Background: an optimization exercise with open tools, aiming at small area and a short achievable clock period. Do not read the settings as production practice. The RTL was checked by simulation tests, not by an equivalence proof against the original design. Power and IR drop assume default switching activity.

### design/flow/config.mk
export PLATFORM = sky130hd
export DESIGN_NAME = cam_masked_mc
export DESIGN_NICKNAME = cam_masked_mc
export VERILOG_FILES = /design/flow/design.v
export SDC_FILE = /design/flow/constraint.sdc
export NUM_CORES = 4
export LEC_CHECK = 0
export CAP_MARGIN = 20
export CORE_MARGIN = 2
export CORE_UTILIZATION = 40
export SLEW_MARGIN = 20
### design/flow/constraint.sdc
create_clock -name core_clock -period 7.5 [get_ports {clk}]
set_input_delay 1.5000 -clock core_clock [delete_from_list [all_inputs] [get_ports {clk}]]
set_output_delay 1.5000 -clock core_clock [all_outputs]
set_load 0.01 [all_outputs]
### design/flow/design.v
package cam_pkg;
  localparam int unsigned CAM_DATA_WIDTH = 32;
  localparam int unsigned CAM_DEPTH_LOG2 = 5;
  localparam int unsigned DEPTH          = 2 ** CAM_DEPTH_LOG2;
  typedef logic [CAM_DEPTH_LOG2-1:0] cam_idx_t;
  typedef logic [CAM_DATA_WIDTH-1:0] cam_data_t;
  typedef logic [DEPTH-1:0]          cam_vec_t;
  typedef logic [CAM_DEPTH_LOG2:0]   cam_cnt_t;
  function automatic int unsigned cam_depth(input int unsigned depth_log2);
    cam_depth = 32'd1 << depth_log2;
  endfunction
endpackage
module cam_prio_enc #(
  parameter int unsigned DEPTH_LOG2 = 5
) (
  input  logic [(2**DEPTH_LOG2)-1:0] match,
  output logic                       hit,
  output logic [DEPTH_LOG2-1:0]      index,
  output logic                       multi
);
  localparam int unsigned ENTRIES = 2 ** DEPTH_LOG2;
  always_comb begin
    hit   = 1'b0;
    index = '0;
    multi = 1'b0;
    for (int unsigned i = 0; i < ENTRIES; i++) begin
      if (match[i]) begin
        if (hit) begin
          multi = 1'b1;
        end else begin
          hit   = 1'b1;
          index = DEPTH_LOG2'(i);
        end
      end
    end
  end
endmodule
module cam_masked_mc
#(
  parameter int unsigned DATA_WIDTH = 32,
  parameter int unsigned DEPTH_LOG2 = 5
) (
  input  logic                  clk,
  input  logic                  reset_n,
  input  logic                  read_i,
  input  logic [DEPTH_LOG2-1:0] read_index_i,
  input  logic                  write_i,
  input  logic [DEPTH_LOG2-1:0] write_index_i,
  input  logic [DATA_WIDTH-1:0] write_data_i,
  input  logic                  invalidate_i,
  input  logic [DEPTH_LOG2-1:0] invalidate_index_i,
  input  logic                  flush_i,
  input  logic                  search_i,
  input  logic [DATA_WIDTH-1:0] search_data_i,
  input  logic [DATA_WIDTH-1:0] search_mask_i,
  output logic                  read_valid_o,
  output logic [DATA_WIDTH-1:0] read_value_o,
  output logic                  read_hit_o,
  output logic                  search_valid_o,
  output logic                  search_hit_o,
  output logic [DEPTH_LOG2-1:0] search_index_o,
  output logic                  search_multi_o,
  output logic [DEPTH_LOG2:0]   occupancy_o
);
  localparam int unsigned ENTRIES = cam_pkg::cam_depth(DEPTH_LOG2);
  logic [DATA_WIDTH-1:0] mem [ENTRIES];
  logic [ENTRIES-1:0]    valid;
  logic [ENTRIES-1:0]    match_c;
  logic [ENTRIES-1:0]    s1_match;
  logic                  s1_valid;
  logic                  enc_hit;
  logic [DEPTH_LOG2-1:0] enc_index;
  logic                  enc_multi;
  always_ff @(posedge clk) begin
    if (write_i) mem[write_index_i] <= write_data_i;
  end
  always_ff @(posedge clk or negedge reset_n) begin
    if (!reset_n) begin
      valid <= '0;
    end else if (flush_i) begin
      valid <= '0;
    end else begin
      if (write_i)      valid[write_index_i]      <= 1'b1;
      if (invalidate_i) valid[invalidate_index_i] <= 1'b0;
    end
  end
  always_ff @(posedge clk or negedge reset_n) begin
    if (!reset_n) begin
      read_valid_o <= 1'b0;
      read_value_o <= '0;
      read_hit_o   <= 1'b0;
    end else begin
      read_valid_o <= read_i;
      if (read_i) begin
        read_value_o <= mem[read_index_i];
        read_hit_o   <= valid[read_index_i];
      end
    end
  end
  always_comb begin
    match_c = '0;
    for (int unsigned i = 0; i < ENTRIES; i++) begin
      match_c[i] = valid[i] & (((mem[i] ^ search_data_i) & search_mask_i) == '0);
    end
  end
  always_ff @(posedge clk or negedge reset_n) begin
    if (!reset_n) begin
      s1_valid <= 1'b0;
      s1_match <= '0;
    end else begin
      s1_valid <= search_i;
      if (search_i) s1_match <= match_c;
    end
  end
  cam_prio_enc #(
    .DEPTH_LOG2(DEPTH_LOG2)
  ) u_prio_enc (
    .match(s1_match),
    .hit  (enc_hit),
    .index(enc_index),
    .multi(enc_multi)
  );
  always_ff @(posedge clk or negedge reset_n) begin
    if (!reset_n) begin
      search_valid_o <= 1'b0;
      search_hit_o   <= 1'b0;
      search_index_o <= '0;
      search_multi_o <= 1'b0;
    end else begin
      search_valid_o <= s1_valid;
      if (s1_valid) begin
        search_hit_o   <= enc_hit;
        search_index_o <= enc_index;
        search_multi_o <= enc_multi;
      end
    end
  end
  always_comb begin
    occupancy_o = '0;
    for (int unsigned i = 0; i < ENTRIES; i++) begin
      occupancy_o = occupancy_o + {{DEPTH_LOG2{1'b0}}, valid[i]};
    end
  end
endmodule
### design/flow/run.sh
#!/bin/bash
# synth_recipe.tcl (not shown) runs the flow's synth.tcl, then flattens the netlist and writes it again
# the make line also repeats each setting of config.mk as NAME=value (left out here)
make -C /OpenROAD-flow-scripts/flow DESIGN_CONFIG=/design/flow/config.mk WORK_HOME=/design/flow/orfs CLKGATE_MAP_FILE= SYNTH_SCRIPT=/design/flow/synth_recipe.tcl finish
==> summary.txt, run 1 <==
----------------------------------------------------
[Run status]
  Status ... finished clean

[Synth]
  Share of synthesized flip-flops with an asynchronous set or reset ... 0.0946
  Number of unique standard cell types used by synthesis ... 62
  Cell types with the largest area share after synthesis ... edfxtp_1 (52%), xor2_1 (15%), mux4_2 (12%)
  Cell type contributing the most total cell area after synthesis ... edfxtp_1
  Mapped Avg Cell Area ... 15.0 um2
  Syn Nets ... 4130
  Count of synthesis-stage warnings from yosys ... 2
  Combined area of all synthesized cells ... 0.0597 mm2
  Post-synthesis register bit count ... 1131
  Cell count after synthesis ... 3973
  Commonest register cell after synthesis ... edfxtp_1
  Share of the synthesized area in the top cell type ... 0.515
  Proportion of synthesized chip area in sequential cells ... 0.560
  EDFF count, synth ... 1024

[Critical path]
  Worst reg2reg startpoint ... mem[4][1]
  Count of buffering cells on the critical path with inverters included ... 6
  Startpoint kind of the worst setup timing path ... flop
  Critical path, cell by cell ... inv_1, fa_1, fa_1, inv_1, fa_1, inv_1, fa_1, fa_1, fa_1, inv_1, ha_1, inv_1, fa_1, xnor2_1, clkdlybuf4s50_1
  Standard cell with the maximum stage delay on the critical path ... clkdlybuf4s50_1
  Required arrival time at the worst endpoint ... 6.00 ns
  R2r endpoint ... s1_match[4]
  Cell repeated most along the worst path ... fa_1
  Reg2reg setup slack ... 4.44 ns
  Critical Path AT ... 5.73 ns
  Type of destination of the critical path ... output pin
  Cell family contributing the most delay on the critical path ... adder cells
  Cell depth of the worst flop-to-flop path ... 5
  Path type of the worst setup path ... reg -> out
  Top fanout value on the critical path ... 4
  Crit path largest cell delay ... 0.55 ns

[Min path]
  Min-delay src ... read_value_o[21]
  Worst hold stages ... 2
  End point of the most critical hold path ... read_value_o[21]
  Path type of the worst min-delay path ... reg -> reg

[CTS]
  Clock net sink count ... 1131
  Clk pin slew, worst setup/hold paths ... 0.06 ns
  Clock buffers created by TritonCTS ... 131
  Post-CTS repair timing setup buffer count ... 0
  Hold Buf Count CTS ... 0
  Htree depth ... 4
  Longest Clk Path Bufs ... 3
  CTS tree ... done
  Post-cts resize count ... 1
  Cell at the root of the clock tree ... clkbuf_16
  Insertion delay of the later-clocked pin in the worst-skew pair ... 0.80 ns

[STA]
  Setup total negative slack ... 0 ns
  Hold Worst Slack ... 0.524 ns
  F_max ... 138 MHz
  Clock Skew ... 0.0321 ns
  Transition at the pin with the smallest max-transition slack ... 1.27 ns
  Final Hold Violating Endpoints ... 0
  Worst rel slew slack ... 0.150
  Clock period minus worst slack ... 7.23 ns
  Unrepaired setup endpoints after global routing ... no
  Final setup violating endpoints ... 0
  Post-route clock period utilization ... 0.964
  Final Max Tran Viols ... 0

[Job]
  Max-cap violations ... 0

[Die]
  Initial cell density of the core ... 0.404
  DIE AREA ... 0.152 mm2
  Width of the die ... 390 um
  Vertical die dimension ... 390 um
  Placeable core region ... 0.148 mm2
  Count of boundary I/O pins ... 166
  Standard-cell rows ... 141

[GRT]
  Largest net degree at the start of global routing ... 85
  GRT Overall Usage ... 0.275
  Number of antenna violations at the first check in global routing ... 10
  Wire length of the first global-routing pass ... 296 mm
  Number of global-route vias before repair ... 38000
  GR Overflow Total ... 0

[Pwr]
  Power per standard cell area ... 224 mW/mm2
  Relative contribution of the clock network to total power ... 0.419
  Static power due to leakage ... 23.1 nW
  VDD IR max ... 0.166 mV
  Switching Power ... 3.85 mW
  Reg power frac ... 0.466
  Switching part of the total ... 0.254
  Combinational group share of total power ... 0.115
  Internal power summed over all cells ... 11.3 mW

[Routing]
  Count of nets left with antenna violations after detail routing ... 0
  Remaining design rule violation count ... 0
  Routed via count divided by cell count ... 6.28
  First-iteration detailed-routing DRC count ... 4970
  Mean routed wirelength per cell ... 34.5 um
  Vias ... 38200
  Total routed wirelength ... 210 mm
  Router iterations before antenna repair ... 9

[Cells and area]
  Final nets ... 4210
  Layout filler cell count ... 13000
  Growth of design area from synthesis to finish ... 13.2%
  Fraction of final layout cells sized beyond drive strength 1 ... 0.172

[Place]
  Final HPWL from detailed placement ... 145 mm
  Global placement routability congestion ... 0.937
  Count of input and output buffers ... 165

----------------------------------------------------
## sequential cells by signal (all words and copies together) (netlist names)
name and flops:
mem 1024, read_value_o 32, s1_match 32, valid 32, search_index_o 5, read_hit_o 1
read_valid_o 1, s1_valid 1, search_hit_o 1, search_multi_o 1, search_valid_o 1
## worst min-delay path, delay by kind of cell, from the launching register on
kind	cells	cell delay (ns)
simple gates	1	0.04
compound gates	1	0.10
flops	1	0.34
## layout by cell type, fill, tap and decap left out, types with 9 or more instances in the layout
cell type / netlist / layout
a21oi_1: 69 / 69
clkbuf_16: 0 / 138
o32ai_1: 34 / 34
buf_4: 6 / 102
o21ai_0: 10 / 10
nand4_1: 102 / 102
buf_12: 0 / 9
buf_2: 33 / 52
edfxtp_1: 1024 / 1024
clkbuf_1: 213 / 39
clkbuf_8: 0 / 9
clkinv_1: 0 / 17
dfrtp_1: 107 / 107
a221oi_1: 195 / 195
a211oi_1: 32 / 32
nand2_1: 49 / 49
xor2_1: 1029 / 1029
mux2i_1: 34 / 34
nor3_1: 16 / 16
a222oi_1: 32 / 32
clkdlybuf4s50_1: 0 / 105
fa_1: 24 / 24
nor4_1: 9 / 9
inv_1: 78 / 78
a22oi_1: 66 / 66
ha_1: 15 / 15
nand3_1: 12 / 12
clkinv_2: 0 / 19
nor2_4: 0 / 32
nor2_1: 111 / 79
mux4_2: 330 / 330
a22o_1: 192 / 192
## stage by stage
step,setup WS [ns],area [um2],instances,util,power (mW)
floorplan,1.49,59700,3973,-,8.14
global placement,0.808,63300,5846,0.428,8.91
detailed placement,0.823,63400,5850,0.429,8.91
CTS,0.201,67600,6087,0.457,15.2
global route,0.0170,67500,6091,0.457,15.5
finish,0.270,67500,6092,0.457,15.1
## worst max path at each step
stage              start        endpoint  depth (start not counted)
6_report       valid[23]  occupancy_o[2]                         15
5_1_grt        valid[23]  occupancy_o[2]                         15
4_1_cts        valid[23]  occupancy_o[5]                         16
3_5_place_dp   valid[23]  occupancy_o[4]                         18
3_3_place_gp   valid[23]  occupancy_o[4]                         18
2_1_floorplan  valid[17]  occupancy_o[4]                         17
## logic make-up (layout without fill, tap and decap cells)
group / count (synthesis) / count (layout) / synth area share
xor+xnor: 1036 / 1036 / 0.152
other cells: 0 / 5 / 0
mux: 364 / 364 / 0.130
buf+inv: 405 / 589 / 0.0269
compound gates: 672 / 672 / 0.0915
flops: 1131 / 1131 / 0.560
simple gates: 324 / 324 / 0.0273
fa+ha+maj: 41 / 41 / 0.0115
## metal layers
layer  vias up  track usage  routed length [um]
met2      1978        0.424               96800
li1      15800            -                   -
met1     20100        0.376               85100
met3       321       0.0651               19700
met4         6        0.111                8690
met5         -            0                  38
## cell type report
class,count,area (um2),area share
clock buffer,186,3720,0.0551
clock inverter,51,467,0.00691
timing repair buffer,274,2330,0.0345
inverter,78,293,0.00434
sequential,1131,33400,0.495
antenna,5,12.5,0.000185
tap,1930,2410,0.0358
multi-input combinational,2437,24900,0.368
## power groups by stage
stage          registers, mW  logic (mW)  clock network (mW)
2_1_floorplan           7.17       0.971                   0
3_3_place_gp            7.18        1.73                   0
3_5_place_dp            7.18        1.73                   0
4_1_cts                 7.05        1.74                6.42
5_1_grt                 7.06        1.83                6.66
6_report                7.05        1.74                6.35
## Yosys cell counts (24+ instances only)
master    count
a211oi_1     32
nand4_1     102
fa_1         24
o32ai_1      34
buf_2        33
mux4_2      330
mux2i_1      34
a221oi_1    195
xor2_1     1029
inv_1        78
dfrtp_1     107
a222oi_1     32
a21oi_1      69
a22o_1      192
buf_1        72
nand2_1      49
edfxtp_1   1024
nor2_1      111
a22oi_1      66
clkbuf_1    213
==> inputs of run 2 (changes only) <==
--- a/design/flow/design.v
+++ b/design/flow/design.v
@@ -135,10 +135,20 @@
       end
     end
   end
-  always_comb begin
-    occupancy_o = '0;
-    for (int unsigned i = 0; i < ENTRIES; i++) begin
-      occupancy_o = occupancy_o + {{DEPTH_LOG2{1'b0}}, valid[i]};
+  logic wr_adds, inv_removes;
+  logic [DEPTH_LOG2:0] occ_inc, occ_dec;
+  assign wr_adds     = write_i & ~valid[write_index_i] &
+                       ~(invalidate_i & (invalidate_index_i == write_index_i));
+  assign inv_removes = invalidate_i & valid[invalidate_index_i];
+  assign occ_inc     = occupancy_o + 1'b1;
+  assign occ_dec     = occupancy_o - 1'b1;
+  always_ff @(posedge clk or negedge reset_n) begin
+    if (!reset_n) begin
+      occupancy_o <= '0;
+    end else if (flush_i) begin
+      occupancy_o <= '0;
+    end else if (wr_adds != inv_removes) begin
+      occupancy_o <= wr_adds ? occ_inc : occ_dec;
     end
   end
 endmodule
==> design/flow/config.mk (replaced) <==
export PLATFORM = sky130hd
export DESIGN_NAME = cam_masked_mc
export DESIGN_NICKNAME = cam_masked_mc
export VERILOG_FILES = /design/flow/design.v
export SDC_FILE = /design/flow/constraint.sdc
export NUM_CORES = 4
export LEC_CHECK = 0
export CAP_MARGIN = 30
export CORE_MARGIN = 2
export CORE_UTILIZATION = 35
export SETUP_SLACK_MARGIN = 4.5
export SLEW_MARGIN = 30
export TNS_END_PERCENT = 5
==> run 2 against run 1 <==
  * Sequential power grew 0.9%
  * First-iteration DRC count grew 20%
  * Synthesized cell count up 0.70%
  * Non-clock buffer count rose by 88
  * Worst hold slack got worse by 0.047 ns
  * Setup slack better by 3.7 ns
  * Via count rose by 4.6%
  * Fmax is 110% higher
  * Critical endpoint is now s1_match[31]
  * Largest cell class unchanged
  * Largest power group unchanged
==> summary.txt, run 2 <==
----------------------------------------------------
[Synth]
  EDFF count, synth ... 1024 (unchanged)
  Mapped Avg Cell Area ... 15.0 um2 (-0.16%)
  Most frequent cells after synthesis ... xor2_1 (1028), edfxtp_1 (1024), mux4_2 (337)
  Cell type contributing the most total cell area after synthesis ... edfxtp_1
  Share of the synthesized area in the top cell type ... 0.513 (-0.00281)
  Count of synthesis-stage warnings from yosys ... 2 (unchanged)
  Number of unique standard cell types used by synthesis ... 74 (+19%)
  Syn Nets ... 4132 (+0.048%)
  Most frequently used cell type in the post-synthesis netlist ... xor2_1
  Combined area of all synthesized cells ... 0.0600 mm2 (+0.55%)
  Commonest register cell after synthesis ... edfxtp_1
  Proportion of synthesized chip area in sequential cells ... 0.560 (about the same)
  Post-synthesis register bit count ... 1137 (+0.53%)
  Share of synthesized flip-flops with an asynchronous set or reset ... 0.0994 (+0.00478)
  Cell types with the largest area share after synthesis ... edfxtp_1 (51%), xor2_1 (15%), mux4_2 (13%)
  Cell count after synthesis ... 4001 (+0.70%)

[Place]
  Final HPWL from detailed placement ... 150 mm (+3.6%)
  Global placement routability congestion ... 1.01 (+7.5%)
  Count of input and output buffers ... 165 (unchanged)

[STA]
  Final setup violating endpoints ... 0 (unchanged)
  Worst rel slew slack ... 0.252 (+0.102)
  Final Hold Violating Endpoints ... 0 (unchanged)
  F_max ... 285 MHz (+110%)
  Clock Skew ... 0.0488 ns (+0.0167 ns)
  Setup total negative slack ... 0 ns (unchanged)
  Clock period minus worst slack ... 3.51 ns (-3.72 ns)
  Unrepaired setup endpoints after global routing ... yes
  Post-route clock period utilization ... 0.468 (-0.496)
  Transition at the pin with the smallest max-transition slack ... 1.12 ns (-0.153 ns)
  Final Max Tran Viols ... 0 (unchanged)
  Hold Worst Slack ... 0.477 ns (-0.0471 ns)

[Routing]
  First-iteration detailed-routing DRC count ... 5946 (+20%)
  Vias ... 40000 (+4.6%)
  Router iterations before antenna repair ... 8 (-1)
  Routed via count divided by cell count ... 6.17 (-1.7%)
  Total routed wirelength ... 226 mm (+7.5%)
  Mean routed wirelength per cell ... 34.9 um (+1.0%)
  Count of nets left with antenna violations after detail routing ... 0 (unchanged)
  Remaining design rule violation count ... 0 (unchanged)

[Critical path]
  Reg2reg setup slack ... 4.31 ns (-0.13 ns)
  Startpoint kind of the worst setup timing path ... primary input
  Path type of the worst setup path ... in -> reg
  Type of destination of the critical path ... flop
  Critical Path AT ... 4.18 ns (-1.55 ns)
  Cell depth of the worst flop-to-flop path ... 13 (+8)
  R2r endpoint ... occupancy_o[5]
  Top fanout value on the critical path ... 32 (+28)
  Required arrival time at the worst endpoint ... 8.18 ns (+2.18 ns)
  Worst reg2reg startpoint ... valid[7]

[Pwr]
  Power per standard cell area ... 220 mW/mm2 (-1.9%)
  Static power due to leakage ... 24.0 nW (+3.9%)
  Switching part of the total ... 0.261 (+0.00656)
  Switching Power ... 4.01 mW (+4.3%)
  Combinational group share of total power ... 0.127 (+0.012)
  Reg power frac ... 0.462 (-0.004)
  Internal power summed over all cells ... 11.4 mW (+0.79%)
  Relative contribution of the clock network to total power ... 0.411 (-0.008)
  VDD IR max ... 0.230 mV (+39%)

[GRT]
  Busiest layer in global routing ... met2
  GRT Overall Usage ... 0.252 (-0.0236)
  M1 GR Usage ... 0.345 (-0.0313)
  Met3 routing resource usage after global routing ... 0.0515 (-0.0136)
  Largest net degree at the start of global routing ... 66 (-22%)
  Number of antenna violations at the first check in global routing ... 11 (+1)
  Number of global-route vias before repair ... 38400 (+1.1%)
  Wire length of the first global-routing pass ... 310 mm (+4.5%)
  GR Overflow Total ... 0 (unchanged)
  Routing usage on met2 ... 0.381 (-0.0429)

[Min path]
  Path type of the worst min-delay path ... reg -> reg
  Min-delay src ... s1_valid
  Worst hold stages ... 0 (-2)
  End point of the most critical hold path ... search_valid_o

[CTS]
  CTS tree ... done
  Insertion delay of the later-clocked pin in the worst-skew pair ... 0.79 ns (about the same)
  Htree depth ... 4 (unchanged)
  Clk pin slew, worst setup/hold paths ... 0.06 ns (about the same)
  Cell at the root of the clock tree ... clkbuf_16
  Clock buffers created by TritonCTS ... 130 (-0.76%)
  Longest Clk Path Bufs ... 3 (unchanged)
  Clock net sink count ... 1137 (+0.53%)

[Die]
  Placeable core region ... 0.170 mm2 (+15%)
  Count of boundary I/O pins ... 166 (unchanged)
  Width of the die ... 418 um (+7.1%)
  Standard-cell rows ... 151 (+7.1%)
  Initial cell density of the core ... 0.353 (-0.0504)
  DIE AREA ... 0.175 mm2 (+15%)
  Vertical die dimension ... 418 um (+7.1%)

[Cells and area]
  Growth of design area from synthesis to finish ... 16.7%
  Max reg flops ... 1024 (unchanged)
  Fraction of final layout cells sized beyond drive strength 1 ... 0.213 (+0.0408)
  Leading cell type in the layout, fill and taps excluded ... xor2_1
  Top library cells by usage in the layout, fill and taps aside ... xor2_1 (1028), edfxtp_1 (1024), mux4_2 (340), a22o_1 (193), buf_4 (169)
  Final nets ... 4283 (+1.7%)
  Register name with the most flops ... mem

[Run status]
  Status ... finished clean

[Job]
  Max-cap violations ... 0 (unchanged)

----------------------------------------------------
run 2: changes by cell type after synthesis, moves of 10 or more:
cell	before	now
inv_1	78	43
fa_1	24	1
a311oi_1	0	12
and3_1	0	11
a31oi_1	6	16
buf_1	72	82
nand2_1	49	59
nor2_1	111	101
run 2: stage by stage:
step	total power, mW	worst slack, ns	std cells	util	area (um2)
4_1_cts	15.4	4.14	6454	0.408	69300
3_3_place_gp	9.06	1.93	6145	0.377	64000
5_1_grt	15.8	4.02	6478	0.412	70000
6_report	15.4	3.99	6482	0.412	70000
3_5_place_dp	9.06	1.94	6163	0.379	64300
2_1_floorplan	8.24	3.26	4001	-	60100
run 2: how the worst max path moves through the flow:
stage	startpoint	endpoint	slack [ns]	depth (start not counted)
floorplan	write_index_i[0]	occupancy_o[5]	3.26	14
global placement	write_index_i[0]	occupancy_o[5]	1.93	14
detailed placement	write_index_i[0]	occupancy_o[5]	1.94	14
CTS	write_index_i[0]	occupancy_o[5]	4.14	14
global route	write_index_i[0]	occupancy_o[5]	4.02	14
finish	search_mask_i[24]	s1_match[31]	3.99	6
run 2: timing repair:
item                                    4_1_cts  5_1_grt
endpoints found under the setup margin     1173      606
buffers inserted                             50       10
pin swaps                                    27       15
resized for setup                            91       77
gates cloned                                  4        6
hold buffers                                  0        0
run 2: power groups by stage:
stage	Combinational [mW]	Sequential [mW]	Clock (mW)
6_report	1.96	7.11	6.33
5_1_grt	2.04	7.11	6.63
4_1_cts	1.87	7.11	6.41
3_5_place_dp	1.82	7.24	0
3_3_place_gp	1.82	7.24	0
2_1_floorplan	1.03	7.22	0
run 2: final cells by class:
type,count,area (um2)
clock buffer,170,3540
multi-input combinational,2478,25600
clock inverter,67,613
antenna,7,17.5
inverter,43,166
tap,2218,2780
sequential,1137,33600
timing repair buffer,362,3680
fill,15200,99800
run 2: routing by layer:
layer,share of wire,up-vias
li1,-,16100
met1,0.40,20900
met2,0.45,2529
met3,0.097,474
met4,0.058,6
met5,0.00018,-
run 2: kinds of logic after synthesis:
logic type / after synthesis / synth area share
muxes: 388 / 0.137
xor gates and xnor gates: 1041 / 0.152
AOI/OAI and AO/OA: 700 / 0.0943
adders and majority gates: 14 / 0.00300
DFF: 1137 / 0.560
buffers and inverters: 386 / 0.0253
and+or+nand+nor: 335 / 0.0287
run 2: worst max-delay path, cell delays in order:
cell             delay (ns)
clkdlybuf4s50_1        0.40
buf_4                  0.26
a22o_1                 0.30
a221oi_1               0.85
nand4_1                0.46
o32ai_1                0.37
==> inputs of run 3 (changes only) <==
--- a/design/flow/config.mk
+++ b/design/flow/config.mk
@@ -8,6 +8,7 @@
 export CAP_MARGIN = 30
 export CORE_MARGIN = 2
 export CORE_UTILIZATION = 35
+export CTS_BUF_LIST = sky130_fd_sc_hd__clkbuf_8
 export SETUP_SLACK_MARGIN = 4.5
 export SLEW_MARGIN = 30
 export TNS_END_PERCENT = 5
==> run 3 against run 2 <==
  * Die area unchanged
  * Global-route usage decreased by 0.24 points
  * Largest power group unchanged
  * Final cell count increased by 1.8%
  * Clock power down 14%
==> summary.txt, run 3 <==
----------------------------------------------------
[CTS]
  Clock net sink count ... 1137 (unchanged)
  Cell at the root of the clock tree ... clkbuf_8
  Clock buffers created by TritonCTS ... 196 (+51%)
  Clk pin slew, worst setup/hold paths ... 0.06 ns (about the same)
  Hold Buf Count CTS ... 0 (unchanged)
  Longest Clk Path Bufs ... 3 (unchanged)
  CTS tree ... done
  Insertion delay of the later-clocked pin in the worst-skew pair ... 0.97 ns (+0.18 ns)
  Htree depth ... 4 (unchanged)

[Cells and area]
  Max reg flops ... 1024 (unchanged)
  Growth of design area from synthesis to finish ... 14.9%
  Layout filler cell count ... 15400 (+1.2%)
  Register name with the most flops ... mem
  Top library cells by usage in the layout, fill and taps aside ... xor2_1 (1028), edfxtp_1 (1024), mux4_2 (340), clkbuf_8 (211), a22o_1 (193)
  Fraction of final layout cells sized beyond drive strength 1 ... 0.213 (-0.000613)
  Leading cell type in the layout, fill and taps excluded ... xor2_1
  Final nets ... 4333 (+1.2%)
  Post-route standard cell area excluding fillers ... 0.0689 mm2 (-1.6%)

[STA]
  Post-route clock period utilization ... 0.458 (-0.00975)
  Worst rel slew slack ... 0.268 (+0.0158)
  F_max ... 291 MHz (+2.1%)
  Clock period minus worst slack ... 3.43 ns (-0.0732 ns)
  Clock Skew ... 0.0672 ns (+0.0184 ns)
  Setup total negative slack ... 0 ns (unchanged)
  Unrepaired setup endpoints after global routing ... yes
  Transition at the pin with the smallest max-transition slack ... 1.10 ns (-0.0237 ns)
  Final Max Tran Viols ... 0 (unchanged)
  Final Hold Violating Endpoints ... 0 (unchanged)
  Final setup violating endpoints ... 0 (unchanged)
  Hold Worst Slack ... 0.479 ns (+0.00126 ns)

[Critical path]
  Type of destination of the critical path ... flop
  Path type of the worst setup path ... in -> reg
  Worst reg2reg startpoint ... valid[7]
  Required arrival time at the worst endpoint ... 8.35 ns (+0.17 ns)
  Critical Path AT ... 4.29 ns (+0.11 ns)
  R2r endpoint ... occupancy_o[5]
  Reg2reg setup slack ... 4.30 ns (about the same)
  Termination of the worst setup path ... s1_match[16]
  Launch point of the worst path ... search_mask_i[3]
  Startpoint kind of the worst setup timing path ... primary input
  Cell depth of the worst flop-to-flop path ... 13 (unchanged)
  Top fanout value on the critical path ... 32 (unchanged)

[Synth]
  Post-synthesis register bit count ... 1137 (unchanged)
  Cell type contributing the most total cell area after synthesis ... edfxtp_1
  Combined area of all synthesized cells ... 0.0600 mm2 (unchanged)
  EDFF count, synth ... 1024 (unchanged)
  Mapped Avg Cell Area ... 15.0 um2 (unchanged)
  Number of unique standard cell types used by synthesis ... 74 (unchanged)
  Commonest register cell after synthesis ... edfxtp_1
  Share of the synthesized area in the top cell type ... 0.513 (unchanged)
  Cell types with the largest area share after synthesis ... edfxtp_1 (51%), xor2_1 (15%), mux4_2 (13%)
  Share of synthesized flip-flops with an asynchronous set or reset ... 0.0994 (unchanged)
  Most frequent cells after synthesis ... xor2_1 (1028), edfxtp_1 (1024), mux4_2 (337)
  Most frequently used cell type in the post-synthesis netlist ... xor2_1
  Count of synthesis-stage warnings from yosys ... 2 (unchanged)
  Syn Nets ... 4132 (unchanged)
  Cell count after synthesis ... 4001 (unchanged)
  Proportion of synthesized chip area in sequential cells ... 0.560 (unchanged)

[GRT]
  Wire length of the first global-routing pass ... 307 mm (-0.75%)
  Number of antenna violations at the first check in global routing ... 14 (+3)
  Number of global-route vias before repair ... 38800 (+0.90%)
  GR Overflow Total ... 0 (unchanged)
  GRT Overall Usage ... 0.249 (-0.00239)
  Largest net degree at the start of global routing ... 66 (unchanged)

[Min path]
  Path type of the worst min-delay path ... reg -> reg
  Worst hold stages ... 0 (unchanged)

[Die]
  Width of the die ... 418 um (unchanged)
  Placeable core region ... 0.170 mm2 (unchanged)
  Count of boundary I/O pins ... 166 (unchanged)
  Vertical die dimension ... 418 um (unchanged)
  Initial cell density of the core ... 0.353 (unchanged)
  Standard-cell rows ... 151 (unchanged)
  DIE AREA ... 0.175 mm2 (unchanged)

[Pwr]
  Power per standard cell area ... 209 mW/mm2 (-4.9%)
  Static power due to leakage ... 24.3 nW (+1.3%)
  VDD IR max ... 0.186 mV (-19%)
  Power consumption ... 14.4 mW (-6.4%)

[Routing]
  Vias ... 39800 (-0.34%)
  Total routed wirelength ... 222 mm (-1.9%)
  Router iterations before antenna repair ... 8 (unchanged)
  Routed via count divided by cell count ... 6.04 (-2.1%)
  Remaining design rule violation count ... 0 (unchanged)
  Mean routed wirelength per cell ... 33.6 um (-3.6%)
  Count of nets left with antenna violations after detail routing ... 0 (unchanged)
  First-iteration detailed-routing DRC count ... 5983 (+0.62%)

[Place]
  Global placement routability congestion ... 1.01 (unchanged)
  Count of input and output buffers ... 165 (unchanged)
  Final HPWL from detailed placement ... 150 mm (unchanged)
  Placed Area ... 0.0643 mm2 (unchanged)

[Run status]
  Status ... finished clean

[Job]
  Max-cap violations ... 0 (unchanged)

----------------------------------------------------
## run 3: cell counts after synthesis
No cell type changed its count.
## run 3: final cells by class
| type | count | area, um2 | share of cell area |
|---|---|---|---|
| Multi-Input combinational cell | 2478 | 25300 | 0.367 |
| Timing Repair Buffer | 346 | 3410 | 0.0494 |
| Inverter | 43 | 166 | 0.00241 |
| Antenna cell | 12 | 30.0 | 0.000436 |
| Sequential cell | 1137 | 33600 | 0.487 |
| Clock buffer | 211 | 2900 | 0.0421 |
| Tap cell | 2218 | 2780 | 0.0403 |
| Clock inverter | 153 | 786 | 0.0114 |
## run 3: worst max-delay path: stages
cell             delay, ns
clkdlybuf4s50_1       0.43
buf_4                 0.29
a22o_1                0.26
a221oi_1              0.76
nand4_1               0.60
o32ai_1               0.43
## run 3: cell families (layout without fill, tap and decap cells)
logic type,after synthesis,count (layout),share of synthesized area
flops,1137,1137,0.560
xor+xnor,1041,1041,0.152
compound gates,700,700,0.0943
mux,388,388,0.137
buf+inv,386,753,0.0253
simple gates,335,335,0.0287
fa+ha+maj,14,14,0.00300
other cells,0,12,0
## run 3: timing repair
| action | CTS | global route |
|---|---|---|
| setup endpoints to repair | 1155 | 952 |
| pin swaps | 7 | 16 |
| cloned | 0 | 2 |
| setup buffers | 20 | 33 |
| resized for setup | 21 | 111 |
## run 3: per-layer routing
metal / track usage / up-vias / part of all wire
met5: 0 / - / 0.00018
met2: 0.377 / 2521 / 0.45
met1: 0.336 / 20600 / 0.39
met4: 0.128 / 6 / 0.056
li1: - / 16300 / -
met3: 0.0556 / 438 / 0.10
## run 3: worst min-delay path by stage
| stage | startpoint | end |
|---|---|---|
| 2_1_floorplan | s1_valid | search_valid_o |
| 3_3_place_gp | s1_valid | search_valid_o |
| 3_5_place_dp | s1_valid | search_valid_o |
| 4_1_cts | s1_valid | search_valid_o |
| 5_1_grt | s1_valid | search_valid_o |
| 6_report | s1_valid | search_valid_o |
## run 3: report_power, final
group | switching [mW] | internal, mW
Combinational | 1.17 | 0.697
Clock | 2.73 | 2.71
Sequential | 0.0871 | 7.02
## run 3: through the flow
step	worst slack, ns	std cells	util
2_1_floorplan	3.26	4001	-
4_1_cts	3.83	6547	0.402
3_5_place_dp	1.94	6163	0.379
5_1_grt	4.16	6592	0.406
3_3_place_gp	1.93	6145	0.377
6_report	4.07	6598	0.406
==> inputs of run 4 (changes only) <==
--- a/design/flow/config.mk
+++ b/design/flow/config.mk
@@ -8,7 +8,6 @@
 export CAP_MARGIN = 30
 export CORE_MARGIN = 2
 export CORE_UTILIZATION = 35
-export CTS_BUF_LIST = sky130_fd_sc_hd__clkbuf_8
-export SETUP_SLACK_MARGIN = 4.5
+export SETUP_SLACK_MARGIN = 4.7
 export SLEW_MARGIN = 30
-export TNS_END_PERCENT = 5
+export TNS_END_PERCENT = 30
==> run 4 against run 3 <==
  * Still clean on timing, DRC and antenna
  * Clock-buffer cell count decreased by 29
  * Register-to-register slack about the same
  * Sequential share of layout area decreased by 2.5 points
  * Critical path type unchanged
  * Largest cell class unchanged
==> summary.txt, run 4 <==
----------------------------------------------------
[Critical path]
  Reg2reg setup slack ... 4.31 ns (about the same)
  Type of destination of the critical path ... flop
  Top fanout value on the critical path ... 8 (-75%)
  Critical Path AT ... 4.01 ns (-0.28 ns)
  Cell repeated most along the worst path ... a21oi_2
  Termination of the worst setup path ... occupancy_o[5]
  R2r endpoint ... occupancy_o[5]
  Launch point of the worst path ... write_index_i[0]
  Crit path largest cell delay ... 0.49 ns (-0.27 ns)
  Path type of the worst setup path ... in -> reg
  Standard cell with the maximum stage delay on the critical path ... mux4_2
  Required arrival time at the worst endpoint ... 8.17 ns (-0.18 ns)
  Critical path, cell by cell ... buf_16, mux4_2, nand2b_1, nand4_2, nor4b_4, inv_2, ha_1, a21oi_2, o21bai_1, a21oi_2, nor3b_2, a21oi_2, mux2_4
  Worst reg2reg startpoint ... valid[7]
  Cell depth of the worst flop-to-flop path ... 12 (-1)
  Startpoint kind of the worst setup timing path ... primary input

[Synth]
  Share of the synthesized area in the top cell type ... 0.513 (unchanged)
  Share of synthesized flip-flops with an asynchronous set or reset ... 0.0994 (unchanged)
  Most frequent cells after synthesis ... xor2_1 (1028), edfxtp_1 (1024), mux4_2 (337)
  Combined area of all synthesized cells ... 0.0600 mm2 (unchanged)
  Mapped Avg Cell Area ... 15.0 um2 (unchanged)
  Cell type contributing the most total cell area after synthesis ... edfxtp_1
  Adder and majority gate portion of the synthesized area ... 0.00300 (unchanged)
  EDFF count, synth ... 1024 (unchanged)
  Proportion of synthesized chip area in sequential cells ... 0.560 (unchanged)
  Cell types with the largest area share after synthesis ... edfxtp_1 (51%), xor2_1 (15%), mux4_2 (13%)
  Commonest register cell after synthesis ... edfxtp_1
  Multiplexer fraction of the synthesized cell area ... 0.137 (unchanged)
  Most frequently used cell type in the post-synthesis netlist ... xor2_1
  Syn Nets ... 4132 (unchanged)
  Post-synthesis register bit count ... 1137 (unchanged)
  Simple-Gate Fraction of Synth Area ... 0.0287 (unchanged)
  XOR/XNOR share of the synthesized area ... 0.152 (unchanged)
  Cell count after synthesis ... 4001 (unchanged)
  Complex-gate fraction of the synthesized area ... 0.0943 (unchanged)
  Largest family of logic cells by synthesized area ... XOR/XNOR gates
  Number of unique standard cell types used by synthesis ... 74 (unchanged)
  Count of synthesis-stage warnings from yosys ... 2 (unchanged)

[STA]
  Final setup violating endpoints ... 0 (unchanged)
  Clock Skew ... 0.0376 ns (-0.0296 ns)
  Final Hold Violating Endpoints ... 0 (unchanged)
  Setup total negative slack ... 0 ns (unchanged)
  Transition at the pin with the smallest max-transition slack ... 1.35 ns (+0.255 ns)
  Final Max Tran Viols ... 0 (unchanged)
  F_max ... 299 MHz (+2.8%)
  Hold Worst Slack ... 0.526 ns (+0.0474 ns)
  Post-route clock period utilization ... 0.445 (-0.0125)
  Unrepaired setup endpoints after global routing ... yes
  Clock period minus worst slack ... 3.34 ns (-0.0939 ns)
  Worst rel slew slack ... 0.0977 (-0.170)

[Run status]
  Status ... finished clean

[Die]
  DIE AREA ... 0.175 mm2 (unchanged)
  Width of the die ... 418 um (unchanged)
  Standard-cell rows ... 151 (unchanged)
  Count of boundary I/O pins ... 166 (unchanged)
  Vertical die dimension ... 418 um (unchanged)
  Placeable core region ... 0.170 mm2 (unchanged)
  Initial cell density of the core ... 0.353 (unchanged)

[Routing]
  Mean routed wirelength per cell ... 35.2 um (+4.5%)
  Router iterations before antenna repair ... 6 (-2)
  Total routed wirelength ... 231 mm (+4.3%)
  First-iteration detailed-routing DRC count ... 6063 (+1.3%)
  Routed via count divided by cell count ... 6.14 (+1.6%)
  Count of nets left with antenna violations after detail routing ... 0 (unchanged)
  Vias ... 40400 (+1.4%)
  Remaining design rule violation count ... 0 (unchanged)

[GRT]
  Wire length of the first global-routing pass ... 304 mm (-1.2%)
  Number of antenna violations at the first check in global routing ... 6 (-8)
  Number of global-route vias before repair ... 38300 (-1.3%)
  Largest net degree at the start of global routing ... 83 (+26%)
  GRT Overall Usage ... 0.245 (-0.00391)
  GR Overflow Total ... 0 (unchanged)

[Pwr]
  VDD IR max ... 0.183 mV (-1.8%)
  Static power due to leakage ... 25.3 nW (+4.0%)
  Power per standard cell area ... 219 mW/mm2 (+4.8%)

[CTS]
  Clock buffers created by TritonCTS ... 134 (-32%)
  Htree depth ... 4 (unchanged)
  CTS tree ... done
  Clock net sink count ... 1137 (unchanged)
  Longest Clk Path Bufs ... 3 (unchanged)
  Cell at the root of the clock tree ... clkbuf_16
  Clk pin slew, worst setup/hold paths ... 0.06 ns (about the same)
  Insertion delay of the later-clocked pin in the worst-skew pair ... 0.81 ns (-0.16 ns)
  Hold Buf Count CTS ... 0 (unchanged)

[Place]
  Global placement routability congestion ... 0.947 (-5.9%)
  Final HPWL from detailed placement ... 146 mm (-2.7%)
  Count of input and output buffers ... 165 (unchanged)

[Cells and area]
  Area of the multi-input gates ... 0.0265 mm2 (+4.9%)
  Fin util ... 0.428 (+0.0221)
  Max reg flops ... 1024 (unchanged)
  Top library cells by usage in the layout, fill and taps aside ... xor2_1 (1025), edfxtp_1 (1024), mux4_2 (340), a22o_1 (188), buf_4 (186)
  Growth of design area from synthesis to finish ... 21.2%
  Final nets ... 4381 (+1.1%)
  Total area of sequential cells ... 0.0336 mm2 (about the same)
  Leading cell type in the layout, fill and taps excluded ... xor2_1
  Layout filler cell count ... 15100 (-2.1%)
  Fraction of final layout cells sized beyond drive strength 1 ... 0.265 (+0.0521)
  Register name with the most flops ... mem

[Job]
  Max-cap violations ... 0 (unchanged)

[Min path]
  Path type of the worst min-delay path ... reg -> reg

----------------------------------------------------
==> run 4: cell counts after synthesis <==
Identical to the previous run, type by type.
==> run 4: cell families after synthesis <==
| family | Yosys count |
|---|---|
| AOI/OAI and AO/OA | 700 |
| buffers and inverters | 386 |
| adders and majority gates | 14 |
| DFF | 1137 |
| muxes | 388 |
| xor gates and xnor gates | 1041 |
| and+or+nand+nor | 335 |
==> run 4: per-stage QoR <==
| step | instance area, um2 | worst slack (ns) | cells | total power [mW] |
|---|---|---|---|---|
| 6_report | 72700 | 4.16 | 6582 | 15.9 |
| 5_1_grt | 72700 | 4.01 | 6579 | 16.3 |
| 4_1_cts | 69200 | 4.14 | 6448 | 15.7 |
| 3_5_place_dp | 64100 | 1.97 | 6156 | 9.03 |
| 3_3_place_gp | 64100 | 1.97 | 6150 | 9.03 |
| 2_1_floorplan | 60200 | 3.26 | 4001 | 8.25 |
==> run 4: critical path: cells and delay by family <==
kind                       cells  cell delay [ns]
muxes                          2             0.80
and+or+nand+nor                4             0.60
AOI/OAI and AO/OA              4             0.57
adders and majority gates      1             0.34
buffers and inverters          2             0.21
==> run 4: worst min-delay path by stage <==
stage | cells past startpoint | endpoint | from | slack [ns]
4_1_cts | 2 | read_value_o[17] | read_value_o[17] | 0.53
5_1_grt | 2 | read_value_o[15] | read_value_o[15] | 0.54
3_3_place_gp | 1 | search_index_o[4] | search_index_o[4] | 0.51
6_report | 2 | read_value_o[11] | read_value_o[11] | 0.53
2_1_floorplan | 0 | search_valid_o | s1_valid | 0.44
3_5_place_dp | 1 | search_index_o[4] | search_index_o[4] | 0.52
==> run 4: where the power goes <==
group | switching [mW] | leakage (nW) | internal [mW]
sequential | 0.0829 | 10.7 | 7.02
combinational | 1.29 | 12.4 | 0.862
clock | 2.79 | 2.17 | 3.88
==> run 4: area by class of cell <==
class                      instances  share of cell area
timing repair buffer             456              0.0715
clock buffer                     182              0.0510
sequential                      1137               0.462
clock inverter                    63              0.0101
tap                             2218              0.0382
multi-input combinational       2478               0.365
inverter                          43             0.00229
antenna                            5            0.000172
==> run 4: metal layers <==
metal  GRT usage  routed length [um]  up-vias
li1            -                   -    16400
met1       0.330               89500    21200
met2       0.380              106000     2395
met3      0.0506               22400      434
met4       0.114               13000        0
met5           0                   0        -
==> run 4: timing repair <==
item,CTS,global route
gates cloned,2,40
gates resized for setup,97,555
endpoints found under the setup margin,1176,944
pin swaps,32,70
buffers inserted,45,87
==> inputs of run 5 (changes only) <==
--- a/design/flow/design.v
+++ b/design/flow/design.v
@@ -65,7 +65,6 @@
   localparam int unsigned ENTRIES = cam_pkg::cam_depth(DEPTH_LOG2);
   logic [DATA_WIDTH-1:0] mem [ENTRIES];
   logic [ENTRIES-1:0]    valid;
-  logic [ENTRIES-1:0]    match_c;
   logic [ENTRIES-1:0]    s1_match;
   logic                  s1_valid;
   logic                  enc_hit;
@@ -97,21 +96,26 @@
       end
     end
   end
+  localparam int unsigned HALF = DATA_WIDTH / 2;
+  logic [ENTRIES-1:0] match_lo_c, match_hi_c;
+  logic [ENTRIES-1:0] s1_lo, s1_hi;
   always_comb begin
-    match_c = '0;
     for (int unsigned i = 0; i < ENTRIES; i++) begin
-      match_c[i] = valid[i] & (((mem[i] ^ search_data_i) & search_mask_i) == '0);
+      match_lo_c[i] = valid[i] & (((mem[i][HALF-1:0] ^ search_data_i[HALF-1:0]) &
+                        search_mask_i[HALF-1:0]) == '0);
+      match_hi_c[i] = (((mem[i][DATA_WIDTH-1:HALF] ^ search_data_i[DATA_WIDTH-1:HALF]) &
+                        search_mask_i[DATA_WIDTH-1:HALF]) == '0);
     end
   end
   always_ff @(posedge clk or negedge reset_n) begin
-    if (!reset_n) begin
-      s1_valid <= 1'b0;
-      s1_match <= '0;
-    end else begin
-      s1_valid <= search_i;
-      if (search_i) s1_match <= match_c;
-    end
+    if (!reset_n) s1_valid <= 1'b0;
+    else          s1_valid <= search_i;
   end
+  always_ff @(posedge clk) begin
+    s1_lo  <= match_lo_c;
+    s1_hi  <= match_hi_c;
+  end
+  assign s1_match = s1_lo & s1_hi;
   cam_prio_enc #(
     .DEPTH_LOG2(DEPTH_LOG2)
   ) u_prio_enc (
@@ -140,15 +144,23 @@
   assign wr_adds     = write_i & ~valid[write_index_i] &
                        ~(invalidate_i & (invalidate_index_i == write_index_i));
   assign inv_removes = invalidate_i & valid[invalidate_index_i];
-  assign occ_inc     = occupancy_o + 1'b1;
-  assign occ_dec     = occupancy_o - 1'b1;
   always_ff @(posedge clk or negedge reset_n) begin
     if (!reset_n) begin
       occupancy_o <= '0;
+      occ_inc     <= (DEPTH_LOG2+1)'(1);
+      occ_dec     <= '1;
     end else if (flush_i) begin
       occupancy_o <= '0;
-    end else if (wr_adds != inv_removes) begin
-      occupancy_o <= wr_adds ? occ_inc : occ_dec;
+      occ_inc     <= (DEPTH_LOG2+1)'(1);
+      occ_dec     <= '1;
+    end else if (wr_adds & ~inv_removes) begin
+      occupancy_o <= occ_inc;
+      occ_inc     <= occ_inc + 1'b1;
+      occ_dec     <= occupancy_o;
+    end else if (inv_removes & ~wr_adds) begin
+      occupancy_o <= occ_dec;
+      occ_inc     <= occupancy_o;
+      occ_dec     <= occ_dec - 1'b1;
     end
   end
 endmodule
--- a/design/flow/config.mk
+++ b/design/flow/config.mk
@@ -10,4 +10,4 @@
 export CORE_UTILIZATION = 35
 export SETUP_SLACK_MARGIN = 4.7
 export SLEW_MARGIN = 30
-export TNS_END_PERCENT = 30
+export TNS_END_PERCENT = 5
==> run 5 against run 4 <==
  * Sequential power increased by 3.7%
  * Critical path type unchanged
  * Combinational power decreased by 13%
  * Critical endpoint is now s1_hi[7]
  * Setup slack improved by 0.28 ns
==> summary.txt, run 5 <==
----------------------------------------------------
[Synth]
  Commonest register cell after synthesis ... edfxtp_1
  Number of unique standard cell types used by synthesis ... 72 (-2.7%)
  Syn Nets ... 4312 (+4.4%)
  Combined area of all synthesized cells ... 0.0611 mm2 (+1.9%)
  Post-synthesis register bit count ... 1181 (+3.9%)
  Share of the synthesized area in the top cell type ... 0.503 (-0.00933)
  Mapped Avg Cell Area ... 14.6 um2 (-2.6%)
  EDFF count, synth ... 1024 (unchanged)
  Most frequent cells after synthesis ... xor2_1 (1030), edfxtp_1 (1024), a22oi_1 (369)
  Share of synthesized flip-flops with an asynchronous set or reset ... 0.0787 (-0.0206)
  Cell type contributing the most total cell area after synthesis ... edfxtp_1
  Most frequently used cell type in the post-synthesis netlist ... xor2_1
  Cell count after synthesis ... 4184 (+4.6%)
  Count of synthesis-stage warnings from yosys ... 2 (unchanged)
  Proportion of synthesized chip area in sequential cells ... 0.563 (+0.00273)
  Cell types with the largest area share after synthesis ... edfxtp_1 (50%), xor2_1 (15%), mux4_2 (12%)

[GRT]
  Largest net degree at the start of global routing ... 62 (-25%)
  M1 GR Usage ... 0.333 (+0.00301)
  Met3 routing resource usage after global routing ... 0.0552 (+0.00468)
  Number of antenna violations at the first check in global routing ... 14 (+8)
  Busiest layer in global routing ... met2
  GRT Overall Usage ... 0.240 (-0.00561)
  GR Overflow Total ... 0 (unchanged)
  Number of global-route vias before repair ... 39500 (+3.1%)
  Wire length of the first global-routing pass ... 304 mm (+0.15%)
  Routing usage on met2 ... 0.360 (-0.0203)

[Place]
  Count of input and output buffers ... 165 (unchanged)
  # placed instances ... 6450 (+4.8%)
  Global placement routability congestion ... 0.966 (+2.0%)
  Final HPWL from detailed placement ... 143 mm (-2.2%)

[CTS]
  Longest Clk Path Bufs ... 3 (unchanged)
  Insertion delay of the later-clocked pin in the worst-skew pair ... 0.80 ns (about the same)
  Clock net sink count ... 1181 (+3.9%)
  Clk pin slew, worst setup/hold paths ... 0.06 ns (about the same)
  Cell at the root of the clock tree ... clkbuf_16
  CTS tree ... done
  Clock buffers created by TritonCTS ... 131 (-2.2%)
  Htree depth ... 4 (unchanged)

[Critical path]
  Crit path largest cell delay ... 0.53 ns (+0.04 ns)
  Top fanout value on the critical path ... 20 (+12)
  Type of destination of the critical path ... flop
  Critical path, cell by cell ... buf_2, buf_4, xor2_1, a22oi_2, nand4_1, nor2_1
  Standard cell with the maximum stage delay on the critical path ... buf_2
  Path type of the worst setup path ... in -> reg
  Required arrival time at the worst endpoint ... 8.19 ns (+0.02 ns)
  Count of buffering cells on the critical path with inverters included ... 2 (unchanged)
  Critical Path AT ... 3.75 ns (-0.26 ns)
  Cell family contributing the most delay on the critical path ... buffers and inverters
  Startpoint kind of the worst setup timing path ... primary input

[Die]
  Count of boundary I/O pins ... 166 (unchanged)
  Vertical die dimension ... 422 um (+0.91%)
  Width of the die ... 422 um (+0.91%)
  DIE AREA ... 0.178 mm2 (+1.8%)
  Standard-cell rows ... 153 (+1.3%)
  Initial cell density of the core ... 0.352 (-0.00128)
  Placeable core region ... 0.174 mm2 (+2.2%)

[Run status]
  Status ... finished clean

[STA]
  Transition at the pin with the smallest max-transition slack ... 1.11 ns (-0.245 ns)
  Final Max Tran Viols ... 0 (unchanged)
  Setup total negative slack ... 0 ns (unchanged)
  Clock Skew ... 0.0248 ns (-0.0128 ns)
  Hold Worst Slack ... 0.522 ns (-0.00447 ns)
  Final setup violating endpoints ... 0 (unchanged)
  Worst rel slew slack ... 0.261 (+0.163)
  Clock period minus worst slack ... 3.06 ns (-0.284 ns)
  Unrepaired setup endpoints after global routing ... yes
  Post-route clock period utilization ... 0.408 (-0.0378)
  Final Hold Violating Endpoints ... 0 (unchanged)
  F_max ... 327 MHz (+9.3%)

[Pwr]
  Static power due to leakage ... 24.6 nW (-2.7%)
  Power per standard cell area ... 222 mW/mm2 (+1.5%)
  VDD IR max ... 0.217 mV (+18%)
  Internal power summed over all cells ... 11.8 mW (+0.38%)
  Combinational group share of total power ... 0.118 (-0.017)
  Switching part of the total ... 0.256 (-0.00562)
  Relative contribution of the clock network to total power ... 0.418 (about the same)
  Switching Power ... 4.06 mW (-2.5%)
  Reg power frac ... 0.464 (+0.018)
  Power consumption ... 15.9 mW (-0.37%)

[Cells and area]
  Max reg flops ... 1024 (unchanged)
  Layout filler cell count ... 15900 (+5.2%)
  Growth of design area from synthesis to finish ... 16.8%
  Final nets ... 4468 (+2.0%)
  Fraction of final layout cells sized beyond drive strength 1 ... 0.212 (-0.0526)
  Top library cells by usage in the layout, fill and taps aside ... xor2_1 (1030), edfxtp_1 (1024), a22oi_1 (367), mux4_2 (338), clkbuf_16 (150)
  Fin util ... 0.411 (-0.0169)
  Count of placed standard cells in the final layout, fillers left out ... 6780 (+3.0%)
  Register name with the most flops ... mem
  Leading cell type in the layout, fill and taps excluded ... xor2_1

[Job]
  Max-cap violations ... 0 (unchanged)

[Routing]
  Routed via count divided by cell count ... 6.04 (-1.5%)
  First-iteration detailed-routing DRC count ... 5905 (-2.6%)
  Count of nets left with antenna violations after detail routing ... 0 (unchanged)
  Total routed wirelength ... 224 mm (-3.3%)
  Vias ... 41000 (+1.4%)
  Remaining design rule violation count ... 0 (unchanged)
  Mean routed wirelength per cell ... 33.0 um (-6.1%)
  Router iterations before antenna repair ... 7 (+1)

[Min path]
  Path type of the worst min-delay path ... reg -> reg

----------------------------------------------------
run 5: power groups by stage:
stage	clock network [mW]	logic [mW]	registers [mW]
2_1_floorplan	0	1.01	7.47
3_3_place_gp	0	1.71	7.49
3_5_place_dp	0	1.72	7.49
4_1_cts	6.69	1.75	7.35
5_1_grt	6.93	1.95	7.36
6_report	6.63	1.88	7.36
run 5: cells by family (layout without fill, tap and decap cells):
kind of cell,count (synthesis),in the layout,synth area share
flip-flops,1181,1181,0.563
XOR/XNOR,1044,1044,0.150
AO/OA/AOI/OAI,683,683,0.0838
AND/OR/NAND/NOR,498,499,0.0409
multiplexers,406,406,0.136
buffers and inverters,358,622,0.0242
adder cells (fa/ha/maj),14,14,0.00270
other,0,6,0
run 5: metal layers:
layer | part of all wire | routed length, um
met5 | 0.00035 | 79
met4 | 0.047 | 10600
met3 | 0.10 | 22700
met2 | 0.45 | 99800
met1 | 0.40 | 90500
run 5: final cells by class:
| class | instances | area, um2 | share of cell area |
|---|---|---|---|
| Sequential cell | 1181 | 34400 | 0.482 |
| Multi-Input combinational cell | 2646 | 25900 | 0.362 |
| Timing Repair Buffer | 362 | 3780 | 0.0529 |
| Tap cell | 2325 | 2910 | 0.0408 |
| Antenna cell | 6 | 15.0 | 0.000210 |
| Clock buffer | 173 | 3590 | 0.0503 |
| Clock inverter | 69 | 756 | 0.0106 |
| Inverter | 18 | 76.3 | 0.00107 |
run 5: repair_timing:
item,in CTS,in global routing
hold buffers,0,0
cloned,7,17
setup buffers,26,30
pin swaps,16,17
endpoints found under the hold margin,0,0
gates resized for setup,168,173
endpoints found under the setup margin,1169,333
run 5: worst min-delay path, cell delays in order, from the launching register on:
cell	delay, ns
dfrtp_1	0.34
nor2_1	0.05
a21oi_1	0.10
run 5: final timing paths:
path                                   start                end  slack (ns)  cells after the start
hold / removal              read_value_o[25]   read_value_o[25]        0.52                      2
min in group asynchronous            reset_n     search_valid_o        0.68                      1
hold reg to reg             read_value_o[25]   read_value_o[25]        0.52                      2
setup reg to reg                    s1_lo[8]  search_index_o[1]        4.71                      7
setup / recovery           search_data_i[24]           s1_hi[7]        4.44                      6
max in group asynchronous            reset_n    read_value_o[7]        5.78                      3
run 5: metrics by stage:
stage | cell area (um2) | worst slack [ns]
6_report | 71400 | 4.44
2_1_floorplan | 61400 | 4.01
3_5_place_dp | 65300 | 2.13
3_3_place_gp | 65200 | 2.22
4_1_cts | 70300 | 4.40
5_1_grt | 71400 | 4.53
==> inputs of run 6 (changes only) <==
--- a/design/flow/config.mk
+++ b/design/flow/config.mk
@@ -8,6 +8,7 @@
 export CAP_MARGIN = 30
 export CORE_MARGIN = 2
 export CORE_UTILIZATION = 35
+export CTS_BUF_LIST = sky130_fd_sc_hd__clkbuf_8
 export SETUP_SLACK_MARGIN = 4.7
 export SLEW_MARGIN = 30
 export TNS_END_PERCENT = 5
==> run 6 against run 5 <==
  * Clock-buffer cell count is 66 higher
  * Critical path depth stayed put
  * Utilization is 0.80 points lower
  * Total power is 5.4% lower
  * Final cell count is 1.3% higher
  * Clock power is 12% lower
  * First-iteration DRC count is 0.86% higher
  * Die area stayed put
  * Area after synthesis stayed put
  * Synthesized cell count stayed put
  * Sequential cell count stayed put
==> summary.txt, run 6 <==
----------------------------------------------------
[Min path]
  Path type of the worst min-delay path ... in -> async

[Synth]
  EDFF count, synth ... 1024 (unchanged)
  Cell count after synthesis ... 4184 (unchanged)
  Mapped Avg Cell Area ... 14.6 um2 (unchanged)
  Post-synthesis register bit count ... 1181 (unchanged)
  Share of synthesized flip-flops with an asynchronous set or reset ... 0.0787 (unchanged)
  Complex-gate fraction of the synthesized area ... 0.0838 (unchanged)
  Simple-Gate Fraction of Synth Area ... 0.0409 (unchanged)
  Commonest register cell after synthesis ... edfxtp_1
  Largest family of logic cells by synthesized area ... XOR/XNOR gates
  Adder and majority gate portion of the synthesized area ... 0.00270 (unchanged)
  Cell types with the largest area share after synthesis ... edfxtp_1 (50%), xor2_1 (15%), mux4_2 (12%)
  Number of unique standard cell types used by synthesis ... 72 (unchanged)
  Syn Nets ... 4312 (unchanged)
  XOR/XNOR share of the synthesized area ... 0.150 (unchanged)
  Cell type contributing the most total cell area after synthesis ... edfxtp_1
  Most frequent cells after synthesis ... xor2_1 (1030), edfxtp_1 (1024), a22oi_1 (369)
  Share of the synthesized area in the top cell type ... 0.503 (unchanged)
  Most frequently used cell type in the post-synthesis netlist ... xor2_1
  Count of synthesis-stage warnings from yosys ... 2 (unchanged)
  Combined area of all synthesized cells ... 0.0611 mm2 (unchanged)
  Multiplexer fraction of the synthesized cell area ... 0.136 (unchanged)
  Proportion of synthesized chip area in sequential cells ... 0.563 (unchanged)

[Cells and area]
  Top library cells by usage in the layout, fill and taps aside ... xor2_1 (1030), edfxtp_1 (1024), a22oi_1 (369), mux4_2 (338), clkbuf_8 (240)
  Count of placed standard cells in the final layout, fillers left out ... 6869 (+1.3%)
  Max reg flops ... 1024 (unchanged)
  Final nets ... 4496 (+0.63%)
  Fraction of final layout cells sized beyond drive strength 1 ... 0.213 (+0.00122)
  Post-route standard cell area excluding fillers ... 0.0700 mm2 (-1.9%)
  Leading cell type in the layout, fill and taps excluded ... xor2_1
  Register name with the most flops ... mem
  Layout filler cell count ... 16100 (+1.2%)
  Growth of design area from synthesis to finish ... 14.6%

[STA]
  F_max ... 315 MHz (-3.7%)
  Transition at the pin with the smallest max-transition slack ... 1.05 ns (-0.0594 ns)
  Clock period minus worst slack ... 3.17 ns (+0.117 ns)
  Setup total negative slack ... 0 ns (unchanged)
  Final Max Tran Viols ... 0 (unchanged)
  Post-route clock period utilization ... 0.423 (+0.0155)
  Unrepaired setup endpoints after global routing ... yes
  Worst rel slew slack ... 0.301 (+0.0396)
  Final setup violating endpoints ... 0 (unchanged)
  Final Hold Violating Endpoints ... 0 (unchanged)
  Clock Skew ... 0.0367 ns (+0.0119 ns)

[CTS]
  Clk pin slew, worst setup/hold paths ... 0.06 ns (about the same)
  Htree depth ... 4 (unchanged)
  CTS tree ... done
  Longest Clk Path Bufs ... 3 (unchanged)
  Clock buffers created by TritonCTS ... 195 (+49%)
  Clock net sink count ... 1181 (unchanged)
  Insertion delay of the later-clocked pin in the worst-skew pair ... 0.96 ns (+0.16 ns)
  Hold Buf Count CTS ... 0 (unchanged)
  Cell at the root of the clock tree ... clkbuf_8

[Critical path]
  Top fanout value on the critical path ... 32 (+60%)
  Required arrival time at the worst endpoint ... 8.29 ns (+0.10 ns)
  Reg2reg setup slack ... 4.72 ns (about the same)
  Count of buffering cells on the critical path with inverters included ... 2 (unchanged)
  Critical path, cell by cell ... buf_2, buf_4, xor2_1, a222oi_1, nand4_1, nor2_1
  Path type of the worst setup path ... in -> reg
  Type of destination of the critical path ... flop
  Standard cell with the maximum stage delay on the critical path ... a222oi_1
  Cell family contributing the most delay on the critical path ... simple AND/OR/NAND/NOR gates
  Startpoint kind of the worst setup timing path ... primary input
  Critical Path AT ... 3.96 ns (+0.21 ns)
  Crit path largest cell delay ... 0.71 ns (+0.18 ns)

[Place]
  # placed instances ... 6450 (unchanged)
  Count of input and output buffers ... 165 (unchanged)
  Global placement routability congestion ... 0.966 (unchanged)
  Placed Area ... 0.0653 mm2 (unchanged)
  Final HPWL from detailed placement ... 143 mm (unchanged)

[Pwr]
  Static power due to leakage ... 24.4 nW (-0.82%)
  VDD IR max ... 0.146 mV (-33%)
  Power per standard cell area ... 214 mW/mm2 (-3.6%)
  Power consumption ... 15.0 mW (-5.4%)

[Die]
  Initial cell density of the core ... 0.352 (unchanged)
  Width of the die ... 422 um (unchanged)
  Vertical die dimension ... 422 um (unchanged)
  Standard-cell rows ... 153 (unchanged)
  DIE AREA ... 0.178 mm2 (unchanged)
  Placeable core region ... 0.174 mm2 (unchanged)
  Count of boundary I/O pins ... 166 (unchanged)

[Routing]
  Router iterations before antenna repair ... 8 (+1)
  Routed via count divided by cell count ... 5.94 (-1.6%)
  Vias ... 40800 (-0.34%)
  First-iteration detailed-routing DRC count ... 5956 (+0.86%)
  Remaining design rule violation count ... 0 (unchanged)
  Total routed wirelength ... 221 mm (-1.4%)
  Mean routed wirelength per cell ... 32.1 um (-2.6%)
  Count of nets left with antenna violations after detail routing ... 0 (unchanged)

[GRT]
  GRT Overall Usage ... 0.237 (-0.00272)
  GR Overflow Total ... 0 (unchanged)
  Number of antenna violations at the first check in global routing ... 18 (+4)
  Wire length of the first global-routing pass ... 302 mm (-0.67%)
  Number of global-route vias before repair ... 39900 (+1.1%)
  Largest net degree at the start of global routing ... 94 (+52%)

[Job]
  Max-cap violations ... 0 (unchanged)

[Run status]
  Status ... finished clean

----------------------------------------------------
-- run 6: path summary, 6_finish.rpt --
check,start,endpoint,cells after the start
setup / recovery,search_data_i[15],s1_lo[6],6
hold / removal,reset_n,search_valid_o,1
setup reg to reg,s1_hi[0],search_multi_o,7
hold reg to reg,read_value_o[25],read_value_o[25],2
max in group asynchronous,reset_n,read_value_o[7],2
min in group core_clock,read_value_o[25],read_value_o[25],2
-- run 6: per-layer routing --
layer  vias up  wire length (um)  track usage
li1      16700                 -            -
met1     21200             89100        0.329
met2      2540             98400        0.354
met3       374             23700       0.0615
met4        16              9440       0.0944
met5         -                86            0
-- run 6: cell type report --
class	instances	area, um2	share of cell area
clock inverter	126	716	0.0102
timing repair buffer	326	2970	0.0425
tap	2325	2910	0.0416
sequential	1181	34400	0.491
inverter	18	72.6	0.00104
antenna	8	20.0	0.000286
clock buffer	239	3290	0.0470
multi-input combinational	2646	25600	0.366
-- run 6: where the power goes --
part,switching (mW),internal [mW]
sequential,0.0938,7.26
combinational,1.14,0.657
clock,2.76,3.09
-- run 6: cell families (layout without fill, tap and decap cells) --
group / count (synthesis) / after routing
AOI/OAI and AO/OA: 683 / 683
and+or+nand+nor: 498 / 499
DFF: 1181 / 1181
muxes: 406 / 406
adders and majority gates: 14 / 14
buffers and inverters: 358 / 709
other: 0 / 8
xor gates and xnor gates: 1044 / 1044
-- run 6: what timing repair did --
item | 4_1_cts | 5_1_grt
cloned | 2 | 12
pin swaps | 11 | 0
setup endpoints to repair | 1158 | 443
buffers inserted | 24 | 5
resized for setup | 189 | 61
-- run 6: through the flow --
stage,worst slack [ns],utilization,hold WS (ns)
CTS,4.31,0.401,0.456
detailed placement,2.13,0.376,0.515
finish,4.33,0.403,0.514
global route,4.35,0.403,0.483
global placement,2.22,0.376,0.506
floorplan,4.01,-,0.411

-- port drivers added, routing unchanged --
How much do the figures lean on ideal ports? The routed layouts below were timed once more, with nothing changed but the port constraints.
Step 1: set_driving_cell puts a clkbuf_16 on clk and a buf_2 on each other input, an assumption about the parent block.
Step 2 moves the port delays by t, midway between the first and last clock arrival at a register: inputs arrive t later, outputs are due t later. That takes back most of the time a late clock gives input paths.
a / b / c = ideal ports / drivers / drivers and shift; a / b = the first two.
run	t, ns	slack for setup (ns)	worst setup path at the end	latest minus earliest clock arrival (ns)
run 1	0.855	0.270 / 0.195 / 1.049	register to output	0.034 / 0.035
run 2	0.853	3.993 / 4.056 / 3.202	input to register	0.059 / 0.059
run 3	1.013	4.066 / 4.121 / 3.108	input to register	0.070 / 0.070
run 4	0.874	4.160 / 4.155 / 3.281	input to register	0.040 / 0.040
run 5	0.863	4.444 / 4.289 / 3.426	input to register	0.030 / 0.030
run 6	1.019	4.327 / 4.318 / 3.333	input to register	0.043 / 0.043
After both steps setup and hold are still met in every run listed. For run 5, which loses most, drivers alone change the setup slack by -0.155 ns; drivers and shift together by -1.018 ns.
